Background: an optimization exercise with open tools, aiming at small area, a short achievable clock period and few clock cycles per item. Do not read the settings as production practice.
The RTL was checked by simulation tests, not by an equivalence proof against the original design.

<file path="flow/design.v">
`default_nettype none
package lpd_pkg;
    localparam int DEF_MAX_PIXELS = 256;
    localparam int CFG_IDX_W  = 3;
    localparam int CFG_DATA_W = 16;
    localparam logic [CFG_IDX_W-1:0] CFG_NUM_PIXELS = 3'd0;
    localparam logic [CFG_IDX_W-1:0] CFG_ZERO_HIGH  = 3'd1;
    localparam logic [CFG_IDX_W-1:0] CFG_ONE_HIGH   = 3'd2;
    localparam logic [CFG_IDX_W-1:0] CFG_BIT_TICKS  = 3'd3;
    localparam logic [CFG_IDX_W-1:0] CFG_LATCH      = 3'd4;
    localparam logic [CFG_IDX_W-1:0] CFG_RED_SLOT   = 3'd5;
    localparam logic [CFG_IDX_W-1:0] CFG_GREEN_SLOT = 3'd6;
    localparam logic [CFG_IDX_W-1:0] CFG_BLUE_SLOT  = 3'd7;
    localparam logic [8:0]  RST_NUM_PIXELS = 9'd64;
    localparam logic [7:0]  RST_ZERO_HIGH  = 8'd5;
    localparam logic [7:0]  RST_ONE_HIGH   = 8'd13;
    localparam logic [7:0]  RST_BIT_TICKS  = 8'd20;
    localparam logic [15:0] RST_LATCH      = 16'd960;
    localparam logic [1:0]  RST_RED_SLOT   = 2'd1;
    localparam logic [1:0]  RST_GREEN_SLOT = 2'd0;
    localparam logic [1:0]  RST_BLUE_SLOT  = 2'd2;
    localparam int ROW_BYTES = 3;
    localparam int ROW_W     = 8 * ROW_BYTES;
    typedef enum logic [1:0] {
        OP_TICK  = 2'd0,
        OP_SET   = 2'd1,
        OP_CLEAR = 2'd2,
        OP_SHOW  = 2'd3
    } t_op;
    typedef enum logic [1:0] {
        PH_IDLE  = 2'd0,
        PH_SEND  = 2'd1,
        PH_LATCH = 2'd2
    } t_phase;
    typedef struct packed {
        logic [8:0]  num_pixels;
        logic [7:0]  zero_high;
        logic [7:0]  one_high;
        logic [7:0]  bit_ticks;
        logic [15:0] latch_ticks;
        logic [1:0]  red_slot;
        logic [1:0]  green_slot;
        logic [1:0]  blue_slot;
    } t_cfg;
    typedef struct packed {
        logic                 wr;
        logic                 clr;
        logic [ROW_BYTES-1:0] be;
        logic [ROW_W-1:0]     data;
    } t_store_req;
endpackage
`default_nettype wire
`default_nettype none
module lpd_store #(
    parameter int MAX_PIXELS = lpd_pkg::DEF_MAX_PIXELS,
    parameter int AW = (MAX_PIXELS > 1) ? $clog2(MAX_PIXELS) : 1
) (
    input  wire logic                      i_clk,
    input  wire logic                      i_rst_n,
    input  wire lpd_pkg::t_store_req       i_req,
    input  wire logic [AW-1:0]             i_wr_addr,
    input  wire logic [AW-1:0]             i_rd_addr,
    output logic [lpd_pkg::ROW_W-1:0]      o_rd_row,
    output logic                           o_rd_vld,
    output logic [lpd_pkg::ROW_W-1:0]      o_row0
);
    logic [lpd_pkg::ROW_W-1:0]      mem [MAX_PIXELS];
    logic [MAX_PIXELS-1:0] r_valid;
    logic [lpd_pkg::ROW_W-1:0]      r_rd_row;
    logic                  r_rd_vld;
    logic [lpd_pkg::ROW_W-1:0]      r_row0;
    logic [lpd_pkg::ROW_BYTES-1:0]  eff_be;
    assign eff_be = r_valid[i_wr_addr] ? i_req.be : {lpd_pkg::ROW_BYTES{1'b1}};
    always_ff @(posedge i_clk) begin
        if (i_req.wr) begin
            for (int s = 0; s < lpd_pkg::ROW_BYTES; s++) begin
                if (eff_be[s]) begin
                    mem[i_wr_addr][8*s +: 8] <= i_req.data[8*s +: 8];
                end
            end
        end
        r_rd_row <= mem[i_rd_addr];
    end
    always_ff @(posedge i_clk) begin
        if (!i_rst_n) begin
            r_valid  <= '0;
            r_rd_vld <= 1'b0;
            r_row0   <= '0;
        end else begin
            r_rd_vld <= r_valid[i_rd_addr];
            if (i_req.clr) begin
                r_valid <= '0;
                r_row0  <= '0;
            end else if (i_req.wr) begin
                r_valid[i_wr_addr] <= 1'b1;
                if (i_wr_addr == '0) begin
                    for (int s = 0; s < lpd_pkg::ROW_BYTES; s++) begin
                        if (eff_be[s]) begin
                            r_row0[8*s +: 8] <= i_req.data[8*s +: 8];
                        end
                    end
                end
            end
        end
    end
    assign o_rd_row = r_rd_row;
    assign o_rd_vld = r_rd_vld;
    assign o_row0   = r_row0;
endmodule
`default_nettype wire
`default_nettype none
module lpd_engine #(
    parameter int MAX_PIXELS = lpd_pkg::DEF_MAX_PIXELS,
    parameter int AW = (MAX_PIXELS > 1) ? $clog2(MAX_PIXELS) : 1
) (
    input  wire logic                      i_clk,
    input  wire logic                      i_rst_n,
    input  wire logic                      i_step,
    input  wire logic [1:0]                i_op,
    input  wire logic [7:0]                i_pixel_index,
    input  wire logic [7:0]                i_red,
    input  wire logic [7:0]                i_green,
    input  wire logic [7:0]                i_blue,
    input  wire lpd_pkg::t_cfg             i_cfg,
    input  wire logic [lpd_pkg::ROW_W-1:0] i_rd_row,
    input  wire logic                      i_rd_vld,
    input  wire logic [lpd_pkg::ROW_W-1:0] i_row0,
    output lpd_pkg::t_store_req            o_req,
    output logic [AW-1:0]                  o_wr_addr,
    output logic [AW-1:0]                  o_rd_addr,
    output logic                           o_line_level,
    output logic                           o_busy
);
    localparam int CW = $clog2(MAX_PIXELS + 1);
    lpd_pkg::t_phase           r_phase;
    lpd_pkg::t_phase           n_phase;
    logic [7:0]       r_tick, n_tick;
    logic [2:0]       r_bit, n_bit;
    logic [1:0]       r_slot, n_slot;
    logic [AW-1:0]    r_pix, n_pix;
    logic [lpd_pkg::ROW_W-1:0] r_row, n_row;
    logic [7:0]       r_shift, n_shift;
    logic [15:0]      r_latch, n_latch;
    lpd_pkg::t_op              op;
    logic [CW-1:0]    n_eff;
    logic             bit_end;
    logic             last_byte;
    logic             idle;
    logic [lpd_pkg::ROW_W-1:0] next_row;
    logic [lpd_pkg::ROW_W-1:0] set_data;
    logic [2:0]       set_be;
    logic [15:0]      latch_dec;
    logic [7:0]       high_ticks;
    logic [31:0]      idx_w;
    assign op   = lpd_pkg::t_op'(i_op);
    assign idle = (r_phase == lpd_pkg::PH_IDLE);
    always_comb begin
        if (32'(i_cfg.num_pixels) > 32'(MAX_PIXELS)) begin
            n_eff = CW'(MAX_PIXELS);
        end else begin
            n_eff = CW'(i_cfg.num_pixels);
        end
    end
    assign bit_end   = ({1'b0, r_tick} + 9'd1) >= {1'b0, i_cfg.bit_ticks};
    assign last_byte = (r_slot == 2'd2) && ((32'(r_pix) + 32'd1) == 32'(n_eff));
    assign next_row  = i_rd_vld ? i_rd_row : '0;
    assign latch_dec = r_latch - 16'd1;
    assign idx_w     = 32'(i_pixel_index);
    always_comb begin
        for (int s = 0; s < lpd_pkg::ROW_BYTES; s++) begin
            set_be[s] = (32'(i_cfg.red_slot) == s) || (32'(i_cfg.green_slot) == s)
                     || (32'(i_cfg.blue_slot) == s);
            if (32'(i_cfg.blue_slot) == s) begin
                set_data[8*s +: 8] = i_blue;
            end else if (32'(i_cfg.green_slot) == s) begin
                set_data[8*s +: 8] = i_green;
            end else if (32'(i_cfg.red_slot) == s) begin
                set_data[8*s +: 8] = i_red;
            end else begin
                set_data[8*s +: 8] = 8'h00;
            end
        end
    end
    always_comb begin
        o_req.wr   = i_step && idle && (op == lpd_pkg::OP_SET) && (idx_w < 32'(n_eff));
        o_req.clr  = i_step && idle && (op == lpd_pkg::OP_CLEAR);
        o_req.be   = set_be;
        o_req.data = set_data;
    end
    assign o_wr_addr = idx_w[AW-1:0];
    assign o_rd_addr = r_pix + AW'(1);
    always_comb begin
        n_phase = r_phase;
        n_tick  = r_tick;
        n_bit   = r_bit;
        n_slot  = r_slot;
        n_pix   = r_pix;
        n_row   = r_row;
        n_shift = r_shift;
        n_latch = r_latch;
        if (op == lpd_pkg::OP_TICK) begin
            unique case (r_phase)
                lpd_pkg::PH_SEND: begin
                    if (bit_end) begin
                        n_tick = 8'd0;
                        if (r_bit == 3'd7) begin
                            n_bit = 3'd0;
                            if (last_byte) begin
                                n_shift = 8'd0;
                                if (i_cfg.latch_ticks == 16'd0) begin
                                    n_phase = lpd_pkg::PH_IDLE;
                                    n_latch = 16'd0;
                                end else begin
                                    n_phase = lpd_pkg::PH_LATCH;
                                    n_latch = i_cfg.latch_ticks;
                                end
                            end else if (r_slot == 2'd2) begin
                                n_pix   = r_pix + AW'(1);
                                n_slot  = 2'd0;
                                n_row   = next_row;
                                n_shift = next_row[7:0];
                            end else begin
                                n_slot  = r_slot + 2'd1;
                                n_shift = r_row[8*(r_slot + 2'd1) +: 8];
                            end
                        end else begin
                            n_bit   = r_bit + 3'd1;
                            n_shift = {r_shift[6:0], 1'b0};
                        end
                    end else begin
                        n_tick = r_tick + 8'd1;
                    end
                end
                lpd_pkg::PH_LATCH: begin
                    n_latch = latch_dec;
                    if (latch_dec == 16'd0) begin
                        n_phase = lpd_pkg::PH_IDLE;
                    end
                end
                lpd_pkg::PH_IDLE: begin
                end
                default: begin
                end
            endcase
        end else if (idle && (op == lpd_pkg::OP_SHOW)) begin
            n_tick = 8'd0;
            n_pix  = '0;
            n_slot = 2'd0;
            n_bit  = 3'd0;
            if (n_eff == '0) begin
                n_shift = 8'd0;
                if (i_cfg.latch_ticks == 16'd0) begin
                    n_phase = lpd_pkg::PH_IDLE;
                    n_latch = 16'd0;
                end else begin
                    n_phase = lpd_pkg::PH_LATCH;
                    n_latch = i_cfg.latch_ticks;
                end
            end else begin
                n_row   = i_row0;
                n_shift = i_row0[7:0];
                n_phase = lpd_pkg::PH_SEND;
            end
        end
    end
    always_comb begin
        high_ticks   = n_shift[7] ? i_cfg.one_high : i_cfg.zero_high;
        o_line_level = (n_phase == lpd_pkg::PH_SEND) && (n_tick < high_ticks);
        o_busy       = (n_phase != lpd_pkg::PH_IDLE);
    end
    always_ff @(posedge i_clk) begin
        if (!i_rst_n) begin
            r_phase <= lpd_pkg::PH_IDLE;
            r_tick  <= 8'd0;
            r_bit   <= 3'd0;
            r_slot  <= 2'd0;
            r_pix   <= '0;
            r_shift <= 8'd0;
            r_latch <= 16'd0;
        end else if (i_step) begin
            r_phase <= n_phase;
            r_tick  <= n_tick;
            r_bit   <= n_bit;
            r_slot  <= n_slot;
            r_pix   <= n_pix;
            r_shift <= n_shift;
            r_latch <= n_latch;
        end
    end
    always_ff @(posedge i_clk) begin
        if (i_step) begin
            r_row <= n_row;
        end
    end
endmodule
`default_nettype wire
`default_nettype none
module addressable_led_pixel_driver_top #(
    parameter int MAX_PIXELS = lpd_pkg::DEF_MAX_PIXELS
) (
    input  wire logic                           i_clk,
    input  wire logic                           i_rst_n,
    input  wire logic                           i_cfg_we,
    input  wire logic [lpd_pkg::CFG_IDX_W-1:0]  i_cfg_idx,
    input  wire logic [lpd_pkg::CFG_DATA_W-1:0] i_cfg_data,
    input  wire logic                           i_item_valid,
    output logic                                o_item_ready,
    input  wire logic [1:0]                     i_item_op,
    input  wire logic [7:0]                     i_item_pixel_index,
    input  wire logic [7:0]                     i_item_red,
    input  wire logic [7:0]                     i_item_green,
    input  wire logic [7:0]                     i_item_blue,
    output logic                                o_res_valid,
    input  wire logic                           i_res_ready,
    output logic                                o_res_line_level,
    output logic                                o_res_busy
);
    localparam int AW = (MAX_PIXELS > 1) ? $clog2(MAX_PIXELS) : 1;
    lpd_pkg::t_cfg        r_cfg;
    logic        r_in_vld;
    logic [1:0]  r_op;
    logic [7:0]  r_idx;
    logic [7:0]  r_red;
    logic [7:0]  r_green;
    logic [7:0]  r_blue;
    logic        r_out_vld;
    logic        r_line;
    logic        r_busy;
    logic             step;
    logic             in_xfer;
    lpd_pkg::t_store_req       req;
    logic [AW-1:0]    wr_addr;
    logic [AW-1:0]    rd_addr;
    logic [lpd_pkg::ROW_W-1:0] rd_row;
    logic             rd_vld;
    logic [lpd_pkg::ROW_W-1:0] row0;
    logic             line_nx;
    logic             busy_nx;
    assign step          = r_in_vld && (!r_out_vld || i_res_ready);
    assign o_item_ready = !r_in_vld || step;
    assign in_xfer       = i_item_valid && o_item_ready;
    always_ff @(posedge i_clk) begin
        if (!i_rst_n) begin
            r_cfg.num_pixels  <= lpd_pkg::RST_NUM_PIXELS;
            r_cfg.zero_high   <= lpd_pkg::RST_ZERO_HIGH;
            r_cfg.one_high    <= lpd_pkg::RST_ONE_HIGH;
            r_cfg.bit_ticks   <= lpd_pkg::RST_BIT_TICKS;
            r_cfg.latch_ticks <= lpd_pkg::RST_LATCH;
            r_cfg.red_slot    <= lpd_pkg::RST_RED_SLOT;
            r_cfg.green_slot  <= lpd_pkg::RST_GREEN_SLOT;
            r_cfg.blue_slot   <= lpd_pkg::RST_BLUE_SLOT;
        end else if (i_cfg_we) begin
            unique case (i_cfg_idx)
                lpd_pkg::CFG_NUM_PIXELS: r_cfg.num_pixels  <= i_cfg_data[8:0];
                lpd_pkg::CFG_ZERO_HIGH:  r_cfg.zero_high   <= i_cfg_data[7:0];
                lpd_pkg::CFG_ONE_HIGH:   r_cfg.one_high    <= i_cfg_data[7:0];
                lpd_pkg::CFG_BIT_TICKS:  r_cfg.bit_ticks   <= i_cfg_data[7:0];
                lpd_pkg::CFG_LATCH:      r_cfg.latch_ticks <= i_cfg_data[15:0];
                lpd_pkg::CFG_RED_SLOT:   r_cfg.red_slot    <= i_cfg_data[1:0];
                lpd_pkg::CFG_GREEN_SLOT: r_cfg.green_slot  <= i_cfg_data[1:0];
                lpd_pkg::CFG_BLUE_SLOT:  r_cfg.blue_slot   <= i_cfg_data[1:0];
                default: begin
                end
            endcase
        end
    end
    always_ff @(posedge i_clk) begin
        if (!i_rst_n) begin
            r_in_vld <= 1'b0;
        end else if (in_xfer) begin
            r_in_vld <= 1'b1;
        end else if (step) begin
            r_in_vld <= 1'b0;
        end
    end
    always_ff @(posedge i_clk) begin
        if (in_xfer) begin
            r_op    <= i_item_op;
            r_idx   <= i_item_pixel_index;
            r_red   <= i_item_red;
            r_green <= i_item_green;
            r_blue  <= i_item_blue;
        end
    end
    always_ff @(posedge i_clk) begin
        if (!i_rst_n) begin
            r_out_vld <= 1'b0;
        end else if (step) begin
            r_out_vld <= 1'b1;
        end else if (i_res_ready) begin
            r_out_vld <= 1'b0;
        end
    end
    always_ff @(posedge i_clk) begin
        if (step) begin
            r_line <= line_nx;
            r_busy <= busy_nx;
        end
    end
    assign o_res_valid      = r_out_vld;
    assign o_res_line_level = r_line;
    assign o_res_busy   = r_busy;
    lpd_engine #(
        .MAX_PIXELS (MAX_PIXELS),
        .AW         (AW)
    ) u_engine (
        .i_clk         (i_clk),
        .i_rst_n       (i_rst_n),
        .i_step        (step),
        .i_op          (r_op),
        .i_pixel_index (r_idx),
        .i_red         (r_red),
        .i_green       (r_green),
        .i_blue        (r_blue),
        .i_cfg         (r_cfg),
        .i_rd_row      (rd_row),
        .i_rd_vld      (rd_vld),
        .i_row0        (row0),
        .o_req         (req),
        .o_wr_addr     (wr_addr),
        .o_rd_addr     (rd_addr),
        .o_line_level  (line_nx),
        .o_busy        (busy_nx)
    );
    lpd_store #(
        .MAX_PIXELS (MAX_PIXELS),
        .AW         (AW)
    ) u_store (
        .i_clk     (i_clk),
        .i_rst_n   (i_rst_n),
        .i_req     (req),
        .i_wr_addr (wr_addr),
        .i_rd_addr (rd_addr),
        .o_rd_row  (rd_row),
        .o_rd_vld  (rd_vld),
        .o_row0    (row0)
    );
endmodule
`default_nettype wire
</file>
<file path="flow/run.sh">
#!/bin/bash
# synth_recipe.tcl (not shown) runs the flow's synth.tcl, then flattens the netlist and writes it again
# the make line also repeats each setting of config.mk as NAME=value (left out here)
make -C /OpenROAD-flow-scripts/flow DESIGN_CONFIG=/design/flow/config.mk WORK_HOME=/design/flow/orfs CLKGATE_MAP_FILE= SYNTH_SCRIPT=/design/flow/synth_recipe.tcl finish
</file>
<file path="flow/config.mk">
export PLATFORM = sky130hd
export DESIGN_NAME = addressable_led_pixel_driver_top
export DESIGN_NICKNAME = addressable_led_pixel_driver_top
export VERILOG_FILES = /design/flow/design.v
export SDC_FILE = /design/flow/constraint.sdc
export NUM_CORES = 4
export LEC_CHECK = 0
export CAP_MARGIN = 20
export CORE_MARGIN = 2
export CORE_UTILIZATION = 45
export SLEW_MARGIN = 20
export SYNTH_MEMORY_MAX_BITS = 8192
</file>
<file path="flow/constraint.sdc">
create_clock -name core_clock -period 6.0 [get_ports {i_clk}]
set_input_delay 1.2000 -clock core_clock [delete_from_list [all_inputs] [get_ports {i_clk}]]
set_output_delay 1.2000 -clock core_clock [all_outputs]
set_load 0.01 [all_outputs]
</file>
==> run summary <==
[metal layers]
layer | share of wire | global-route usage | vias up
li1 | - | - | 52190
met1 | 0.40 | 0.3355 | 70270
met2 | 0.47 | 0.3671 | 6643
met3 | 0.092 | 0.04826 | 1048
met4 | 0.035 | 0.07458 | 2
met5 | 0.000024 | 0 | -
[how the worst max path moves through the flow]
stage / slack [ns] / to / from / cells past startpoint
floorplan: -2.82 / u_store.mem[0][10] / r_cfg[2] / 5
global placement: 0.23 / r_line / u_engine.r_tick[0] / 23
detailed placement: 0.36 / u_store.r_rd_row[18] / u_engine.r_pix[0] / 9
CTS: 0.35 / u_store.r_rd_row[18] / u_engine.r_pix[0] / 9
global route: 0.09 / u_store.r_rd_row[13] / u_engine.r_pix[0] / 8
finish: 0.25 / u_store.r_rd_row[18] / u_engine.r_pix[0] / 9
[power breakdown]
part / switching, mW / internal, mW
logic: 1.81 / 0.297
clock network: 17.5 / 23.6
registers: 0.0347 / 50.8
total: 19.4 / 74.7
[sequential cells by signal, indices dropped and copies added, names as in the netlist, 16 cells and up]
| name | count |
|---|---|
| u_store.r_rd_row | 24 |
| u_engine.r_latch | 16 |
| u_store.mem | 6144 |
| u_store.r_row0 | 24 |
| r_cfg | 55 |
| u_store.r_valid | 256 |
| u_engine.r_row | 16 |
[logic make-up after synthesis]
group / Yosys count
xor gates and xnor gates: 30
DFF: 6605
buffers and inverters: 892
muxes: 2216
adders and majority gates: 36
and+or+nand+nor: 1785
AOI/OAI and AO/OA: 696
[cell type report]
| type | count | area (um2) | area share |
|---|---|---|---|
| flip-flops and latches | 6605 | 194300 | 0.6579 |
| multi-input cells | 4763 | 63730 | 0.2158 |
| clock buffers | 819 | 17620 | 0.05968 |
| well taps | 7727 | 9668 | 0.03275 |
| repair buffers | 609 | 5961 | 0.02019 |
| clock inverters | 380 | 3849 | 0.01304 |
| inverters | 33 | 123.9 | 0.0004195 |
| diodes | 19 | 47.55 | 0.0001610 |
[metrics by stage]
| stage | TNS, ns | hold WS [ns] |
|---|---|---|
| floorplan | -6154.41 | 0.4356 |
| global placement | 0 | 0.4449 |
| detailed placement | 0 | 0.4544 |
| CTS | 0 | 0.4625 |
| global route | 0 | 0.4879 |
| finish | 0 | 0.4591 |
[cells in the mapped netlist (all sizes together) (30+ instances only)]
cell type / count / area (um2)
a21oi: 256 / 1292
a22oi: 89 / 668.1
a31oi: 135 / 844.6
buf: 249 / 1102
clkbuf: 610 / 2290
dfxtp: 409 / 8188
edfxtp: 6196 / 186100
ha: 36 / 450.4
inv: 30 / 112.6
mux2i: 67 / 670.6
mux4: 2144 / 48290
nand2: 318 / 1194
nand2b: 59 / 369.1
nand3: 78 / 390.4
nor2: 823 / 3089
nor3: 323 / 1632
o21ai: 77 / 385.4
[critical path: stages (launching register included)]
cell	delay, ns
dfxtp_4	0.68
ha_4	0.49
buf_12	0.27
buf_12	0.48
buf_4	0.79
mux4_2	0.43
mux4_2	0.54
mux4_2	0.58
a22oi_1	0.63
nand2_1	0.29
==> impl_metrics.tcl <==
set metrics [dict create \
    status "complete, no violations" \
    cts_hold_buf 0 \
    drv_slew 0 \
    drt_drc_violations_left 0 \
    syn_avg_cell_area_um2 21.20 \
    cellLeakagePower_nw 89.18 \
    hpwlAfterDp_um 427800 \
    maxCapViolCount 0 \
    timing.critical_path.fanout_max 120 \
    critPathKind "reg2reg" \
    synth-compound-area-share 0.01697 \
    postCtsResizedCells 0 \
    muxShareOfSynthArea 0.1886 \
    drt_pre_antenna_iters 7 \
    cts_inserted_buffers 661 \
    first_global_vias 129900 \
    power_per_cell_area_nw_per_um2 318.5 \
    numPlacedInstances 19730 \
    layout-area-overhead-vs-synth_pct 13.61 \
    core_area_um2 576300 \
    cts_tree "done" \
    synth-edff-count 6196 \
    synth-xor-area-share 0.001175 \
    leading_cell_types_in_the_layout_fill_and_taps_excluded "edfxtp_1, mux4_2, nor2_1" \
    synth_simple_gate_area_frac 0.03055 \
    arrival_ns 6.65 \
    placed_cell_area_um2 272900 \
    port_buffers 61 \
    synthesis.area_um2 259900 \
    detail_route.wl_per_cell_um 33.20 \
    routed_via_density 6.211 \
    ant_nets 0 \
    final.min_clock_period_ns 5.754 \
    hold_start "r_cfg[44]" \
    setup.worst_path.end_class "register" \
    grt_start_max_net_pins 218 \
    root_buffer "clkbuf_16" \
    worst_pin_slew_ns 1.227 \
    final.fill_count 44400 \
    tritoncts_num_sinks 6605 \
    die_w_um 763.9 \
    synth.ff_latch_count 6605 \
    layoutNonFillerInstCount 20960 \
    totalPowerFinal_mw 94.05 \
    synth-async-reset-ratio 0 \
    detail_route.iter0.violations 17390 \
    yosys.area_share.adder 0.001733 \
    synth.yosys.warnings 3 \
    boundary_pin_count 62 \
    worst_slew_margin_rel 0.1820 \
    total_routing_resource_utilization_after_global_routing 0.2351 \
    max_freq_mhz 173.8 \
    r2r_start "u_engine.r_pix[0]" \
    timing.clock.skew_ns 0.06668 \
    peak_supply_drop_v 0.0003170 \
    fin_crit_sh 0.9590 \
    final_cell_area_um2 295200 \
    gp_congestion 0.8655 \
    final_critical_path_setup_slack_ns 0.2457 \
    hold_class "reg2reg" \
    most_common_cell_after_layout_fill_and_taps_aside "edfxtp_1" \
    hold_path_end "r_cfg[44]" \
    drive_above_1_share 0.2956 \
    postRouteWirelength_um 695800 \
    synth-main-ff-cell "edfxtp_1" \
    synth_fp_nets 12350 \
    cts.reportedPaths.clkPinSlew_ns 0.06 \
    reg2reg_to "u_store.r_rd_row[18]" \
    utilization 0.5123 \
    die_area_um2 583600 \
    rsz0062_at_grt "false" \
    synth_top_family_by_area "multiplexers" \
    grt_first_pass_wirelength_um 988100 \
    num-nets-final 12770 \
    die-height_um 763.9 \
    preCtsSetupSlack_ns 0.3551 \
    core_rows 279 \
    cp.required_ns 6.90 \
    clk_path_buf_depth 4 \
    clock_latency_ns 1.10 \
    postCtsSetupBuffers 0 \
    syn-instance-count 12260 \
    setup-violations-final 0 \
    dr_total_vias 130200 \
    grt_antenna_before_repair 52 \
    cts_htree_levels 6 \
    hold_depth 2 \
    worst_r2r_path_depth 9 \
    initial_core_utilization 0.4509 \
    regToRegSetupSlack_ns 0.25 \
    hold_violations 0 \
    synth.lib_cells_used.distinct 89 \
    globalRouteOverflowTotal 0 \
    startpoint_type "register" \
    synth_sequential_area_ratio 0.7474 \
]
Testbench counts, summed over its fixed seeds: cycles 128,399, items 128,383.

re-timing with driven ports:
The results above use ideal ports. As a check the final layout listed here was re-extracted and re-timed, cells and wires unchanged.
Step 1: set_driving_cell puts a clkbuf_16 on i_clk and a buf_2 on each other input, an assumption about the parent block.
Step 2 also shifts input and output timing later by t, the mid clock arrival at the registers, as if the neighbouring blocks saw the same clock.
Three values: ideal ports, drivers, drivers and shift; two values: the first two.
t (ns): 1.195
setup WS [ns]: 0.246 / 0.246 / 0.246
clock arrival spread, ns: 0.067 / 0.067
After both steps this run still meets setup and hold. For this run, drivers alone change the setup slack by 0.000 ns; drivers and shift together by 0.000 ns.
